What follows belongs to an exercise in optimizing a design on an open flow for small area and a short achievable clock period; a production flow would make more cautious choices. At most, simulation tests tie the RTL to the original design; equivalence was not proved. No activity file was given, so power comes from the tool's default toggle rates.

## rev 12
==> flow/design.v (excerpt) <==
module dadda_mul_top
(
    input  logic        clk,
    input  logic        arst_n,
    input  logic [31:0] a,
    input  logic [31:0] b,
    output logic [63:0] y
);
For scale: about 2,500 cells after synthesis, ~120 flip-flops, ~130 I/O pins.
Settings: LEC_CHECK=0, ABC_AREA=1, ABC_CLOCK_PERIOD_IN_PS=22000, CAP_MARGIN=20, CORE_MARGIN=2, CORE_UTILIZATION=40, CTS_BUF_LIST=sky130_fd_sc_hd__clkbuf_4 sky130_fd_sc_hd__clkbuf_8, SLEW_MARGIN=20, SYNTH_HIERARCHICAL=1, SYNTH_MINIMUM_KEEP_SIZE=0; clock period 22.0 ns.
standard.sh (not shown) runs the stock make flow with config.mk's settings and CLKGATE_MAP_FILE= SYNTH_SCRIPT=/design/flow/synth_recipe.tcl, a recipe that flattens the netlist after the stock synthesis.
==> flow/flow/run.sh <==
#!/bin/bash
# standard layout with buf_2 port buffers; the resizer's setup repair aims for extra slack
# up to clock tree synthesis, and only for the plain constraints after global routing
set -euo pipefail
P="BUFFER_PORTS_ARGS=-buffer_cell sky130_fd_sc_hd__buf_2"
bash standard.sh "$P" SETUP_SLACK_MARGIN=14.2 cts > standard_make_cts.log 2>&1
bash standard.sh "$P" SETUP_SLACK_MARGIN=0 finish > standard_make_finish.log 2>&1
Per the final summary, rev 12 finished and its layout is clean on timing, DRC and antenna.
diff inputs: rev 12 => rev 13
--- a/flow/flow/run.sh
+++ b/flow/flow/run.sh
@@ -4,4 +4,4 @@
 set -euo pipefail
 P="BUFFER_PORTS_ARGS=-buffer_cell sky130_fd_sc_hd__buf_2"
-bash standard.sh "$P" SETUP_SLACK_MARGIN=14.2 cts > standard_make_cts.log 2>&1
+bash standard.sh "$P" SETUP_SLACK_MARGIN=13.9 cts > standard_make_cts.log 2>&1
 bash standard.sh "$P" SETUP_SLACK_MARGIN=0 finish > standard_make_finish.log 2>&1
==> comparison <==
Rev 13 and rev 12 all finish clean. Rev 13 vs rev 12, starting DRC count in detailed routing went up by 465. From rev 12 to rev 13 the numbers moved as follows: wire length of the first global-routing pass saw an increase; portion of the layout cell area used by clock cells saw an increase; critical path depth saw a decrease; fmax saw a decrease. Between rev 12 and rev 13, the number of nets in the layout figures differ only marginally. Cmp rev 13 vs rev 12: layout overhead on the synthesized area lower in rev 13.
No run of this note included a check of the RTL's function; only the layout flow was run.

---

dadda_mul_top, a different RTL version from the one above (not shown whole).
Size in the first run: ~2500 cells after synthesis, roughly 120 flip-flops, ~130 I/O pins, roughly 25000 sq um of cells after synthesis.
==> flow/design.v (excerpt) <==
module dadda_mul_top
(
    input  logic        clk,
    input  logic        arst_n,
    input  logic [31:0] a,
    input  logic [31:0] b,
    output logic [63:0] y
);
    logic bo0;
    logic bt0;
    logic bn0;
    logic bo1;
    logic bt1;
    logic bn1;
    logic bo2;
    logic bt2;
    logic bn2;
    logic bo3;
    logic bt3;
    logic bn3;
    logic bo4;
    logic bt4;
    logic bn4;
    logic bo5;
    logic bt5;
    logic bn5;
    logic bo6;
    logic bt6;
    logic bn6;
    logic bo7;
    logic bt7;
    logic bn7;
    logic bo8;
    logic bt8;
    logic bn8;
    logic bo9;
    logic bt9;
    logic bn9;
    logic bo10;
    logic bt10;
    logic bn10;
    logic bo11;
    logic bt11;
    logic bn11;
    logic bo12;
    logic bt12;
    logic bn12;
    logic bo13;
    logic bt13;
    logic bn13;
    logic bo14;
    logic bt14;
    logic bn14;
    logic bo15;
    logic bt15;
    logic bn15;
    logic pp1;
    logic pp2;
    logic pp3;
    logic pp4;
    logic pp5;
    logic pp6;
    logic pp7;
    logic pp8;
    logic pp9;
    logic pp10;
    logic pp11;
    logic pp12;
    logic pp13;
    logic pp14;
    logic pp15;
    logic pp16;
    logic pp17;
    logic pp18;
    logic pp19;
    logic pp20;
    logic pp21;
    logic pp22;
    logic pp23;
    logic pp24;
    logic pp25;
    logic pp26;
    logic pp27;
    logic pp28;
    logic pp29;
    logic pp30;
    logic pp31;
    logic pp32;
    logic pp33;
    logic ns34;
    logic pp35;
    logic pp36;
    logic pp37;
    logic pp38;
    logic pp39;
    logic pp40;
    logic pp41;
    logic pp42;
    logic pp43;
    logic pp44;
    logic pp45;
    logic pp46;
    logic pp47;
    logic pp48;
    logic pp49;
    logic pp50;
    logic pp51;
    logic pp52;
    logic pp53;
    logic pp54;
  ...
clock: 22.0 ns
lec_check: 0
abc_area: 1
abc_clock_period_in_ps: 22000
cap_margin: 20
core_margin: 2
core_utilization: 40
cts_buf_list: sky130_fd_sc_hd__clkbuf_4 sky130_fd_sc_hd__clkbuf_8
cts_cluster_diameter: 150
cts_cluster_size: 30
slew_margin: 20
synth_hierarchical: 1
synth_minimum_keep_size: 0
==> flow/flow/run.sh <==
#!/bin/bash
# standard layout with buf_2 port buffers; the resizer's setup repair aims for extra slack
# up to clock tree synthesis, and only for the plain constraints after global routing
set -euo pipefail
P="BUFFER_PORTS_ARGS=-buffer_cell sky130_fd_sc_hd__buf_2"
bash standard.sh "$P" SETUP_SLACK_MARGIN=13.9 cts > standard_make_cts.log 2>&1
bash standard.sh "$P" SETUP_SLACK_MARGIN=0 finish > standard_make_finish.log 2>&1
Rerun with:
==> flow/flow/run.sh (replaced) <==
#!/bin/bash
# standard layout with buf_2 port buffers, a clock tree without dummy loads, and the
# resizer's setup repair aiming for extra slack from placement to clock tree synthesis, for a little
# less after global routing, and for the plain constraints in the rest
set -euo pipefail
P="BUFFER_PORTS_ARGS=-buffer_cell sky130_fd_sc_hd__buf_2"
C="CTS_ARGS=-sink_clustering_enable -repair_clock_nets -dont_use_dummy_load -sink_clustering_size 30 -buf_list {sky130_fd_sc_hd__clkbuf_4 sky130_fd_sc_hd__clkbuf_8}"
bash standard.sh "$P" "$C" SETUP_SLACK_MARGIN=0 floorplan > standard_make_fp.log 2>&1
bash standard.sh "$P" "$C" SETUP_SLACK_MARGIN=13.9 cts > standard_make_cts.log 2>&1
bash standard.sh "$P" "$C" SETUP_SLACK_MARGIN=13.7 grt > standard_make_grt.log 2>&1
bash standard.sh "$P" "$C" SETUP_SLACK_MARGIN=0 finish > standard_make_finish.log 2>&1
- CTS_CLUSTER_DIAMETER: 150 -> not set
- CTS_CLUSTER_SIZE: 30 -> not set
- PLACE_DENSITY: not set -> 0.9
Outcome:
- synthesized cell count does not change
- synthesized area stays the same
- power goes down by 1.4%
- utilization falls by 0.26 points
- wire length decreases by 3.2%
- final cell count went down by 0.39%
- worst setup slack gets better by 0.038 ns
- flip-flop and latch count is unchanged
- global-route usage decreases by 1.1 points
- via count rose by 4.1%
- sequential power is about the same

static timing again, ports no longer ideal:
Ports are ideal in the flow. The routed layouts listed here were re-timed in OpenROAD.
Step 1: set_driving_cell puts a clkbuf_16 on clk and a buf_2 on each other input, an assumption about the parent block.
Step 2, shift: input delay + t, output delay - t, t = (earliest + latest rising clock arrival at the registers) / 2. This alone moves slack from input paths to output paths.
a / b / c = ideal / step 1 / step 2; a / b = the first two.
run | t, ns | slack for setup (ns) | hold slack, ns | worst register clock-pin slew, ns | cell pins on the clock port's net
rev 12 | 0.616 | 14.053 / 14.043 / 13.443 | 3.598 / 3.563 / 4.179 | 0.09 / 0.09 | 1
rev 13 | 0.629 | 13.770 / 13.774 / 13.145 | 3.581 / 3.549 / 4.178 | 0.09 / 0.09 | 1
the first run of note 2 | 0.627 | 13.750 / 13.769 / 13.142 | 3.585 / 3.556 / 4.183 | 0.11 / 0.11 | 1
the second run of note 2 | 0.591 | 13.788 / 13.814 / 13.223 | 3.629 / 3.601 / 4.192 | 0.08 / 0.08 | 1
After both steps setup and hold are still met in every run listed. The setup slack of rev 13, which loses most, moves by +0.004 ns with the drivers and by -0.625 ns with both steps.
